Context: an optimization exercise on an open-source flow, tuned for small area, a short achievable clock period and few clock cycles per item. The choices shown serve that exercise and are no tape-out recipe. In this exercise RTL edits were held to simulation tests only and were not proved equivalent to the original. Power and IR drop assume default switching activity.

`design.v`:
```
package fp_pkg;
  localparam int INSTR_W = 16;
  localparam int NUM_REGS = 16;
  typedef logic [3:0] reg_addr_t;
  typedef enum logic [3:0] {
    op_nop = 4'd0,
    op_add = 4'd1,
    op_sub = 4'd2,
    op_mul = 4'd3,
    op_neg = 4'd4,
    op_abs = 4'd5,
    op_mov = 4'd6
  } opcode_t;
  localparam logic [7:0] ADDR_INSTR    = 8'h00;   
  localparam logic [7:0] ADDR_STATUS   = 8'h04;   
  localparam logic [7:0] ADDR_REG_BASE = 8'h40;   
endpackage
`timescale 1ns/1ns
module apb_slave
(
  input  logic               clk,
  input  logic               reset,
  input  logic [7:0]         paddr,
  input  logic               psel,
  input  logic               penable,
  input  logic               pwrite,
  input  logic [31:0]        pwdata,
  output logic [31:0]        prdata,
  output logic               pready,
  output logic               pslverr,
  output logic               instr_valid,
  output logic [fp_pkg::INSTR_W-1:0] instr,
  input  logic               queue_full,
  output logic               host_wr,
  output logic [3:0]          host_addr,
  output logic [31:0]        host_data,
  output logic [3:0]          host_rd_addr,
  input  logic [31:0]        host_rd_data,
  input  logic [15:0]        busy_mask,
  input  logic [4:0]         queue_count
);
  logic      setup_seen;
  logic      access;
  logic      is_instr, is_status, is_reg;
  logic      op_ok;
  logic      reg_busy;
  logic [3:0] reg_idx;
  logic      err;
  always_ff @(posedge clk) begin
    if (reset) begin
      setup_seen <= 1'b0;
    end else begin
      setup_seen <= psel & ~penable;
    end
  end
  assign access    = psel & penable & setup_seen;
  assign is_instr  = (paddr == fp_pkg::ADDR_INSTR);
  assign is_status = (paddr == fp_pkg::ADDR_STATUS);
  assign is_reg    = (paddr[7:6] == fp_pkg::ADDR_REG_BASE[7:6]) && (paddr[1:0] == 2'b00);
  assign reg_idx   = paddr[5:2];
  assign reg_busy  = busy_mask[reg_idx];
  always_comb begin
    case ((pwdata[fp_pkg::INSTR_W-1 -: 4]))
      fp_pkg::op_nop, fp_pkg::op_add, fp_pkg::op_sub, fp_pkg::op_mul, fp_pkg::op_neg, fp_pkg::op_abs, fp_pkg::op_mov: op_ok = 1'b1;
      default: op_ok = 1'b0;
    endcase
  end
  always_comb begin
    if (is_instr) begin
      err = ~pwrite | queue_full | ~op_ok;   
    end else if (is_reg) begin
      err = reg_busy;   
    end else if (is_status) begin
      err = pwrite;
    end else begin
      err = 1'b1;   
    end
  end
  assign pready  = 1'b1;
  assign pslverr = access & err;
  assign instr_valid  = access & pwrite & is_instr & ~err;
  assign instr        = pwdata[fp_pkg::INSTR_W-1:0];
  assign host_wr      = access & pwrite & is_reg & ~err;
  assign host_addr    = reg_idx;
  assign host_data    = pwdata;
  assign host_rd_addr = reg_idx;
  always_comb begin
    if (is_reg) begin
      prdata = host_rd_data;
    end else if (is_status) begin
      prdata = {11'b0, queue_count, busy_mask};
    end else begin
      prdata = 32'b0;
    end
  end
endmodule
`timescale 1ns/1ns
module scheduler
#(
  parameter int FIFO_DEPTH = 8
)
(
  input  logic                clk,
  input  logic                reset,
  input  logic                instr_valid,
  input  logic [fp_pkg::INSTR_W-1:0]  instr,
  output logic                queue_full,
  output logic [4:0]          queue_count,
  output logic [fp_pkg::NUM_REGS-1:0] busy_mask,
  output logic                add_issue,
  output logic                mul_issue,
  output logic                sign_issue,
  output logic [3:0]             issue_op,
  output logic [3:0]           issue_dest,
  output logic [3:0]           src1,
  output logic [3:0]           src2,
  input  logic                add_done,
  input  logic                mul_done,
  input  logic                sign_done,
  input  logic [3:0]           add_dest,
  input  logic [3:0]           mul_dest,
  input  logic [3:0]           sign_dest
);
  localparam int PTR_W = (FIFO_DEPTH > 1) ? $clog2(FIFO_DEPTH) : 1;
  localparam logic [PTR_W-1:0] PTR_MAX = FIFO_DEPTH - 1;
  logic [fp_pkg::INSTR_W-1:0]  queue [FIFO_DEPTH];
  logic [PTR_W-1:0]    wr_ptr, rd_ptr;
  logic [4:0]          count;
  logic [fp_pkg::NUM_REGS-1:0] busy, done_mask, busy_live, busy_next;
  logic [fp_pkg::INSTR_W-1:0]  head;
  logic                uses_src2;
  logic                hazard;
  logic                deq;
  function automatic logic [PTR_W-1:0] next_ptr(input logic [PTR_W-1:0] p);
    if (p == PTR_MAX) next_ptr = '0;
    else next_ptr = p + 1'b1;
  endfunction
  assign head       = queue[rd_ptr];
  assign issue_op   = (head[15:12]);
  assign issue_dest = head[11:8];
  assign src1       = head[7:4];
  assign src2       = head[3:0];
  always_comb begin
    done_mask = '0;
    if (add_done) done_mask[add_dest] = 1'b1;
    if (mul_done) done_mask[mul_dest] = 1'b1;
    if (sign_done) done_mask[sign_dest] = 1'b1;
  end
  assign busy_live = busy & ~done_mask;
  assign uses_src2 = (issue_op == fp_pkg::op_add) || (issue_op == fp_pkg::op_sub) || (issue_op == fp_pkg::op_mul);
  assign hazard    = busy_live[src1] | busy_live[issue_dest] | (uses_src2 & busy_live[src2]);
  assign deq        = (count != 5'd0) && ((issue_op == fp_pkg::op_nop) || !hazard);
  assign add_issue  = deq && ((issue_op == fp_pkg::op_add) || (issue_op == fp_pkg::op_sub));
  assign mul_issue  = deq && (issue_op == fp_pkg::op_mul);
  assign sign_issue = deq && ((issue_op == fp_pkg::op_neg) || (issue_op == fp_pkg::op_abs) ||
                              (issue_op == fp_pkg::op_mov));
  always_comb begin
    busy_next = busy_live;
    if (add_issue | mul_issue | sign_issue) busy_next[issue_dest] = 1'b1;
  end
  always_ff @(posedge clk) begin
    if (instr_valid) queue[wr_ptr] <= instr;
  end
  always_ff @(posedge clk) begin
    if (reset) begin
      wr_ptr <= '0;
      rd_ptr <= '0;
      count  <= 5'd0;
      busy   <= '0;
    end else begin
      if (instr_valid) wr_ptr <= next_ptr(wr_ptr);
      if (deq) rd_ptr <= next_ptr(rd_ptr);
      count <= count + {4'b0, instr_valid} - {4'b0, deq};
      busy  <= busy_next;
    end
  end
  assign queue_full  = (count == FIFO_DEPTH);
  assign queue_count = count;
  assign busy_mask   = busy;
endmodule
`timescale 1ns/1ns
module fp_add_unit
(
  input  logic        clk,
  input  logic        reset,
  input  logic        add_issue,
  input  logic [3:0]     issue_op,
  input  logic [3:0]   issue_dest,
  input  logic [31:0] opa,
  input  logic [31:0] opb,
  output logic        add_done,
  output logic [3:0]   add_dest,
  output logic [31:0] add_result
);
  logic        sb, a_big;
  logic [23:0] ma, mb;
  logic [7:0]  big_exp, diff;
  logic        s1_valid, s1_sign, s1_sub;
  logic [3:0]   s1_dest;
  logic [7:0]  s1_exp;
  logic [23:0] s1_big, s1_small;
  logic [24:0] sum;
  logic [4:0]  lz;
  logic [23:0] norm;
  logic signed [9:0] exp_n;
  logic [31:0] result;
  function automatic logic [4:0] lzc24(input logic [23:0] v);
    logic [4:0] n;
    logic       found;
    n = 5'd24;
    found = 1'b0;
    for (int i = 23; i >= 0; i--) begin
      if (!found && v[i]) begin
        n = 23 - i;
        found = 1'b1;
      end
    end
    lzc24 = n;
  endfunction
  assign sb    = opb[31] ^ (issue_op == fp_pkg::op_sub);
  assign ma    = (opa[30:23] != 8'd0) ? {1'b1, opa[22:0]} : 24'd0;   
  assign mb    = (opb[30:23] != 8'd0) ? {1'b1, opb[22:0]} : 24'd0;
  assign a_big = (opa[30:0] >= opb[30:0]);
  assign big_exp = a_big ? opa[30:23] : opb[30:23];
  assign diff    = a_big ? opa[30:23] - opb[30:23] : opb[30:23] - opa[30:23];
  always_ff @(posedge clk) begin
    if (reset) begin
      s1_valid <= 1'b0;
      add_done <= 1'b0;
    end else begin
      s1_valid <= add_issue;
      add_done <= s1_valid;
    end
  end
  always_ff @(posedge clk) begin
    if (add_issue) begin
      s1_dest  <= issue_dest;
      s1_sign  <= a_big ? opa[31] : sb;
      s1_sub   <= opa[31] ^ sb;
      s1_exp   <= big_exp;
      s1_big   <= a_big ? ma : mb;
      s1_small <= (a_big ? mb : ma) >> diff;   
    end
  end
  always_comb begin
    sum = s1_sub ? {1'b0, s1_big} - {1'b0, s1_small} : {1'b0, s1_big} + {1'b0, s1_small};
    lz  = lzc24(sum[23:0]);
    if (sum[24]) begin
      norm  = sum[24:1];
      exp_n = $signed({2'b0, s1_exp}) + 10'sd1;
    end else begin
      norm  = sum[23:0] << lz;
      exp_n = $signed({2'b0, s1_exp}) - $signed({5'b0, lz});
    end
    if (sum == 25'd0) begin
      result = {s1_sign & ~s1_sub, 31'b0};   
    end else if (exp_n >= 10'sd255) begin
      result = {s1_sign, 8'hff, 23'b0};
    end else if (exp_n <= 10'sd0) begin
      result = {s1_sign, 31'b0};
    end else begin
      result = {s1_sign, exp_n[7:0], norm[22:0]};
    end
  end
  always_ff @(posedge clk) begin
    if (s1_valid) begin
      add_dest   <= s1_dest;
      add_result <= result;
    end
  end
endmodule
`timescale 1ns/1ns
module fp_mul_unit
(
  input  logic        clk,
  input  logic        reset,
  input  logic        mul_issue,
  input  logic [3:0]   issue_dest,
  input  logic [31:0] opa,
  input  logic [31:0] opb,
  output logic        mul_done,
  output logic [3:0]   mul_dest,
  output logic [31:0] mul_result
);
  logic              s1_valid, s1_sign, s1_zero;
  logic [3:0]         s1_dest;
  logic [47:0]       s1_prod;
  logic signed [9:0] s1_exp;
  logic signed [9:0] exp_n;
  logic [22:0]       frac;
  logic [31:0]       result;
  always_ff @(posedge clk) begin
    if (reset) begin
      s1_valid <= 1'b0;
      mul_done <= 1'b0;
    end else begin
      s1_valid <= mul_issue;
      mul_done <= s1_valid;
    end
  end
  always_ff @(posedge clk) begin
    if (mul_issue) begin
      s1_dest <= issue_dest;
      s1_sign <= opa[31] ^ opb[31];
      s1_zero <= (opa[30:23] == 8'd0) || (opb[30:23] == 8'd0);   
      s1_prod <= {1'b1, opa[22:0]} * {1'b1, opb[22:0]};
      s1_exp  <= $signed({2'b0, opa[30:23]}) + $signed({2'b0, opb[30:23]}) - 10'sd127;
    end
  end
  assign exp_n = s1_prod[47] ? s1_exp + 10'sd1 : s1_exp;
  assign frac  = s1_prod[47] ? s1_prod[46:24] : s1_prod[45:23];
  always_comb begin
    if (s1_zero || exp_n <= 10'sd0) begin
      result = {s1_sign, 31'b0};
    end else if (exp_n >= 10'sd255) begin
      result = {s1_sign, 8'hff, 23'b0};
    end else begin
      result = {s1_sign, exp_n[7:0], frac};
    end
  end
  always_ff @(posedge clk) begin
    if (s1_valid) begin
      mul_dest   <= s1_dest;
      mul_result <= result;
    end
  end
endmodule
`timescale 1ns/1ns
module fp_sign_unit
(
  input  logic        clk,
  input  logic        reset,
  input  logic        sign_issue,
  input  logic [3:0]     issue_op,
  input  logic [3:0]   issue_dest,
  input  logic [31:0] opa,
  output logic        sign_done,
  output logic [3:0]   sign_dest,
  output logic [31:0] sign_result
);
  logic new_sign;
  always_comb begin
    case (issue_op)
      fp_pkg::op_neg:  new_sign = ~opa[31];
      fp_pkg::op_abs:  new_sign = 1'b0;
      default: new_sign = opa[31];   
    endcase
  end
  always_ff @(posedge clk) begin
    if (reset) begin
      sign_done <= 1'b0;
    end else begin
      sign_done <= sign_issue;
    end
  end
  always_ff @(posedge clk) begin
    if (sign_issue) begin
      sign_dest   <= issue_dest;
      sign_result <= {new_sign, opa[30:0]};
    end
  end
endmodule
`timescale 1ns/1ns
module reg_file
(
  input  logic        clk,
  input  logic        reset,
  input  logic        add_done,
  input  logic        mul_done,
  input  logic        sign_done,
  input  logic [3:0]   add_dest,
  input  logic [3:0]   mul_dest,
  input  logic [3:0]   sign_dest,
  input  logic [31:0] add_result,
  input  logic [31:0] mul_result,
  input  logic [31:0] sign_result,
  input  logic        host_wr,
  input  logic [3:0]   host_addr,
  input  logic [31:0] host_data,
  input  logic [3:0]   src1,
  input  logic [3:0]   src2,
  output logic [31:0] opa,
  output logic [31:0] opb,
  input  logic [3:0]   host_rd_addr,
  output logic [31:0] host_rd_data
);
  logic [fp_pkg::NUM_REGS-1:0][31:0] regs;
  always_ff @(posedge clk) begin
    if (reset) begin
      regs <= '0;
    end else begin
      if (host_wr) regs[host_addr] <= host_data;
      if (add_done) regs[add_dest] <= add_result;
      if (mul_done) regs[mul_dest] <= mul_result;
      if (sign_done) regs[sign_dest] <= sign_result;
    end
  end
  always_comb begin
    opa = regs[src1];
    if (add_done && (add_dest == src1)) opa = add_result;
    if (mul_done && (mul_dest == src1)) opa = mul_result;
    if (sign_done && (sign_dest == src1)) opa = sign_result;
  end
  always_comb begin
    opb = regs[src2];
    if (add_done && (add_dest == src2)) opb = add_result;
    if (mul_done && (mul_dest == src2)) opb = mul_result;
    if (sign_done && (sign_dest == src2)) opb = sign_result;
  end
  assign host_rd_data = regs[host_rd_addr];
endmodule
`timescale 1ns/1ns
module fp_coprocessor
#(
  parameter int FIFO_DEPTH = 8
)
(
  input  logic        clk,
  input  logic        reset,
  input  logic [7:0]  paddr,
  input  logic        psel,
  input  logic        penable,
  input  logic        pwrite,
  input  logic [31:0] pwdata,
  output logic [31:0] prdata,
  output logic        pready,
  output logic        pslverr
);
  logic                instr_valid, queue_full;
  logic [fp_pkg::INSTR_W-1:0]  instr;
  logic [4:0]          queue_count;
  logic [fp_pkg::NUM_REGS-1:0] busy_mask;
  logic                host_wr;
  logic [3:0]           host_addr, host_rd_addr;
  logic [31:0]         host_data, host_rd_data;
  logic                add_issue, mul_issue, sign_issue;
  logic [3:0]             issue_op;
  logic [3:0]           issue_dest, src1, src2;
  logic [31:0]         opa, opb;
  logic                add_done, mul_done, sign_done;
  logic [3:0]           add_dest, mul_dest, sign_dest;
  logic [31:0]         add_result, mul_result, sign_result;
  apb_slave apb_slave_i (
    .clk(clk), .reset(reset),
    .paddr(paddr), .psel(psel), .penable(penable), .pwrite(pwrite), .pwdata(pwdata),
    .prdata(prdata), .pready(pready), .pslverr(pslverr),
    .instr_valid(instr_valid), .instr(instr), .queue_full(queue_full),
    .host_wr(host_wr), .host_addr(host_addr), .host_data(host_data),
    .host_rd_addr(host_rd_addr), .host_rd_data(host_rd_data),
    .busy_mask(busy_mask), .queue_count(queue_count)
  );
  scheduler #(.FIFO_DEPTH(FIFO_DEPTH)) scheduler_i (
    .clk(clk), .reset(reset),
    .instr_valid(instr_valid), .instr(instr),
    .queue_full(queue_full), .queue_count(queue_count), .busy_mask(busy_mask),
    .add_issue(add_issue), .mul_issue(mul_issue), .sign_issue(sign_issue),
    .issue_op(issue_op), .issue_dest(issue_dest), .src1(src1), .src2(src2),
    .add_done(add_done), .mul_done(mul_done), .sign_done(sign_done),
    .add_dest(add_dest), .mul_dest(mul_dest), .sign_dest(sign_dest)
  );
  fp_add_unit fp_add_unit_i (
    .clk(clk), .reset(reset),
    .add_issue(add_issue), .issue_op(issue_op), .issue_dest(issue_dest),
    .opa(opa), .opb(opb),
    .add_done(add_done), .add_dest(add_dest), .add_result(add_result)
  );
  fp_mul_unit fp_mul_unit_i (
    .clk(clk), .reset(reset),
    .mul_issue(mul_issue), .issue_dest(issue_dest),
    .opa(opa), .opb(opb),
    .mul_done(mul_done), .mul_dest(mul_dest), .mul_result(mul_result)
  );
  fp_sign_unit fp_sign_unit_i (
    .clk(clk), .reset(reset),
    .sign_issue(sign_issue), .issue_op(issue_op), .issue_dest(issue_dest),
    .opa(opa),
    .sign_done(sign_done), .sign_dest(sign_dest), .sign_result(sign_result)
  );
  reg_file reg_file_i (
    .clk(clk), .reset(reset),
    .add_done(add_done), .mul_done(mul_done), .sign_done(sign_done),
    .add_dest(add_dest), .mul_dest(mul_dest), .sign_dest(sign_dest),
    .add_result(add_result), .mul_result(mul_result), .sign_result(sign_result),
    .host_wr(host_wr), .host_addr(host_addr), .host_data(host_data),
    .src1(src1), .src2(src2), .opa(opa), .opb(opb),
    .host_rd_addr(host_rd_addr), .host_rd_data(host_rd_data)
  );
endmodule
```
`constraint.sdc`:
```
create_clock -name core_clock -period 12.0 [get_ports {clk}]
set_input_delay 2.4000 -clock core_clock [delete_from_list [all_inputs] [get_ports {clk}]]
set_output_delay 2.4000 -clock core_clock [all_outputs]
set_load 0.01 [all_outputs]
```
`config.mk`:
```
export PLATFORM = sky130hd
export DESIGN_NAME = fp_coprocessor
export DESIGN_NICKNAME = fp_coprocessor
export VERILOG_FILES = /design/flow/design.v
export SDC_FILE = /design/flow/constraint.sdc
export NUM_CORES = 8
export LEC_CHECK = 0
export CAP_MARGIN = 20
export CORE_MARGIN = 2
export CORE_UTILIZATION = 30
export SLEW_MARGIN = 20
```
`run.sh`:
```
#!/bin/bash
# synth_recipe.tcl (not shown) runs the flow's synth.tcl, then flattens the netlist and writes it again
# the make line also repeats each setting of config.mk as NAME=value (left out here)
make -C /OpenROAD-flow-scripts/flow DESIGN_CONFIG=/design/flow/config.mk WORK_HOME=/design/flow/orfs CLKGATE_MAP_FILE= SYNTH_SCRIPT=/design/flow/synth_recipe.tcl finish
```
==> summary.txt <==
-- what timing repair did --
| item | 4_1_cts | 5_1_grt |
|---|---|---|
| endpoints found under the setup margin | 3 | 11 |
| pin swaps | 0 | 1 |
| setup buffers | 0 | 5 |
| endpoints found under the hold margin | 0 | 0 |
| resized for setup | 2 | 8 |
-- cells in the mapped netlist, types with 93 or more instances --
library cell	number	area [um^2]
o21ai_0	339	1697
ha_1	307	3841
nor2_1	1551	5822
mux2_2	101	1137
o221ai_1	132	1156
clkbuf_1	904	3393
fa_1	487	9749
xnor2_1	93	814.5
mux4_2	213	4797
dfxtp_1	548	10970
inv_1	584	2192
nand2_1	715	2684
nand3_1	121	605.6
a32oi_1	446	3906
edfxtp_1	339	10180
mux2i_1	764	7647
a21oi_1	583	2918
buf_2	95	475.5
o211ai_1	103	773.2
a211oi_1	774	5811
-- sequential cells by signal, indices dropped and copies added (netlist names), 16 cells and up, named ones only --
| signal | count |
|---|---|
| scheduler_i.busy | 16 |
| fp_add_unit_i.s1_big | 24 |
| fp_add_unit_i.s1_small | 24 |
| fp_mul_unit_i.mul_result | 32 |
| reg_file_i.regs | 512 |
| fp_sign_unit_i.sign_result | 32 |
| fp_mul_unit_i.s1_prod | 25 |
| fp_add_unit_i.add_result | 32 |
| scheduler_i.queue | 128 |
-- power by group through the flow --
stage | clock, mW | sequential (mW) | combinational, mW
after floorplan | 0 | 3.69 | 8.38
after global placement | 0 | 4.00 | 12.8
after detailed placement | 0 | 4.00 | 12.7
after CTS | 3.51 | 3.93 | 12.8
after global routing | 3.62 | 3.96 | 14.1
final | 3.53 | 3.97 | 13.2
-- metal layers --
layer  up-vias  share of wire, %  wire (um)
li1      36750                 -          -
met2      7661                39     172500
met3      1978                16      70640
met1     43290                37     161500
met4        31               7.4      32590
met5         -              0.19        822
-- critical path, delay by kind of cell (launching register included) --
kind,cells,cell delay [ns]
DFF,1,0.50
AOI/OAI and AO/OA,14,3.82
and+or+nand+nor,5,1.02
xor gates and xnor gates,1,0.08
adders and majority gates,8,3.41
muxes,3,1.28
buffers and inverters,6,1.11
-- worst paths after layout --
check / slack, ns / end / cells past startpoint / from
worst max-delay path: 0.38 / fp_mul_unit_i.s1_prod[47] / 37 / register
worst min-delay path: 0.41 / fp_mul_unit_i.mul_dest[2] / 0 / fp_mul_unit_i.s1_dest[2]
worst max register to register: 0.38 / fp_mul_unit_i.s1_prod[47] / 37 / register
worst min register to register: 0.41 / fp_mul_unit_i.mul_dest[2] / 0 / fp_mul_unit_i.s1_dest[2]
-- layout make-up --
| class | instances | area, um^2 |
|---|---|---|
| diodes | 25 | 62.56 |
| clock buffers | 139 | 2915 |
| clock inverters | 57 | 765.7 |
| fillers | 30580 | 199000 |
| inverters | 609 | 2291 |
| multi-input cells | 7738 | 61790 |
| flip-flops and latches | 887 | 21160 |
| well taps | 3939 | 4928 |
| repair buffers | 429 | 3670 |
-- cells by family (layout without fill, tap and decap cells) --
group	after synthesis	in the layout
AO/OA/AOI/OAI	2890	2890
XOR/XNOR	134	134
adder cells (fa/ha/maj)	794	794
buffers and inverters	1760	1234
flip-flops	887	887
multiplexers	1102	1102
other	1	26
AND/OR/NAND/NOR	2817	2817
==> summary.md <==
| Metric | Value |
|---|---|
| Status | no timing/DRC/antenna violations |
| Most common cell after layout, fill and taps aside | nor2_1 |
| Design Power | 20.70 mW |
| Met3 Usage GRT | 12.52% |
| CTS H-Tree Depth | 3 |
| DP Area | between 0.09 and 0.1 mm^2 |
| Clock share of power | around 17% |
| Post-Synth Adder-Cell Area | around 15% |
| Number of port buffers | 77 |
| Pint | 9.921 mW |
| Max Fclk | between 80 and 90 MHz |
| Worst Path Required | ~12 ns |
| Clock buffer count from CTS | roughly 110 |
| Post-route clock period utilization | between 90% and 100% |
| Met1 GRT Util | 35.32% |
| Hold Path Class | register to register |
| Post-Synth XOR/XNOR Area | 1.315% |
| Post-route cell area | roughly 0.098 mm^2 |
| NetSw | around 11 mW |
| Worst VDD drop | around 0.00026 V |
| Die H | about 550 um |
| Worst hold margin | 0.4117 ns |
| Cell mode on critical path | fa_1 |
| Critical path's slowest cell | o21ai_1 |
| Commonest cells after routing, fill and taps aside | nor2_1 (1528), a211oi_1 (773), mux2i_1 (763) |
| Rel. slew slack | 8.415% |
| Post-DRT Antenna Nets | 0 |
| DRC Markers | 0 |
| Final setup violation count | 0 |
| Max_cap viols | 0 |
| Final WL | approximately 440 mm |
| Drt via density | about 6.5 |
| Final worst slack | approximately 0.38 ns |
| Routed WL per cell | between 30 and 40 um |
| Busiest grt layer | met2 |
| Clock slew at reported path FFs | about 0.07 ns |
| Routability cong. | 0.9832 |
| Post-DP HPWL | approximately 280 mm |
| Seq pwr share | a little under a fifth |
| Complex-gate fraction of the synthesized area | between 20% and 30% |
| Met2 track demand over resource | approximately two fifths |
| Final setup TNS | 0 ns |
| Pwr dens | about 210 mW/mm^2 |
| Final Slew Violations | 0 |
| Global route overflow | 0 |
| Arrival @ worst endpoint | ~12 ns |
| Mean Syn Cell Area | ~8.6 um^2 |
| Syn Inst Count | 10.39k |
| Ys async rst share | 0% |
| Core region area | slightly below 0.3 mm^2 |
| Clk sinks | approximately 900 |
| Post-CTS Hold Buffers | 0 |
| Initial antenna violation count | 33 |
| Largest family of logic cells by synthesized area | compound AO/OA/AOI/OAI gates |
| Nets | 10.61k |
| First-pass GRT wire length | about 620 mm |
| Initial Util | a little under a third |
| Ys Warns | 6 |
| Tightest Pin Transition | 1.374 ns |
| CP Launch Type | register |
| Combinational power share | between 60% and 70% |
| Pre-CTS WS | -0.01282 ns |
| LEAKAGE | about 37 nW |
| Vias in the first global route | 81.93k |
| Mapped Area | slightly below 0.09 mm^2 |
| Sw frac | a little over half |
| Core Rows | 200 |
| Final core occ | about a third |
| CTS Root Cell | clkbuf_16 |
| Worst Setup End Kind | register |
| CP Max Fanout | 28 |
| DRT iter0 DRCs | around 16k |
| Syn-to-layout area delta | 9.343% |
| Synth unique cells | 110 |
| Clk_skew | about 0.12 ns |
| Share of layout cells above drive strength 1 | roughly a tenth |
| Die ar. | 0.3019 mm^2 |
| Num ports | between 70 and 80 |
| Post-synthesis mux area share | roughly 16% |
| Placed Cells | between 10k and 15k |
| Die X | 549.4 um |
| Synth Area in Simple Gates | 13.33% |
| RSZ-0062 raised after global routing | no |
| Most used flip-flop cell after synthesis | dfxtp_1 |
| GRT Overall Usage | between 20% and 30% |
| Hold violation total from the final report | 0 |
| Non-filler cells, final | approximately 14k |
| Max Buffers Root-to-Sink | 3 |
| Post-synth EDFFs | between 300 and 400 |
| Max incr delay on CP | approximately 0.90 ns |
| Minimum clock period | around 12 ns |
| DRT Pass-1 Iters | 9 |
| Vias | roughly 90k |
| Worst skew pair latency | roughly 0.84 ns |
| CTS tree | yes |
| Sequential fraction of the synthesis area | around a quarter |
| Seq cells post-synth | 887 |
| Critical path class | register to register |
| Largest net degree at the start of global routing | around 160 |
| Synth Net Count | ~11k |
Testbench counts, summed over its fixed seeds: cycles 7,872, items 2,304.

## port drivers added, routing unchanged
No port has a modelled driver above. Below, the same layout with a new extraction and two added sets of constraints.
Step 1 (the two cells are an assumption about what drives the block):
set clk [get_ports {clk}]
set_driving_cell -lib_cell sky130_fd_sc_hd__clkbuf_16 $clk
set_driving_cell -lib_cell sky130_fd_sc_hd__buf_2 [delete_from_list [all_inputs] $clk]
Step 2 moves the port delays by t, midway between the first and last clock arrival at a register: inputs arrive t later, outputs are due t later. That takes back most of the time a late clock gives input paths.
Slacks: no drivers / after step 1 / after step 2; pairs: no drivers / after step 1.
shift t [ns]: 0.879
setup slack, ns: 0.379 / 0.379 / 0.379
latest minus earliest clock arrival (ns): 0.116 / 0.116
After both steps setup and hold are still met in this run. The setup slack of this run moves by 0.000 ns with the drivers and by 0.000 ns with both steps.
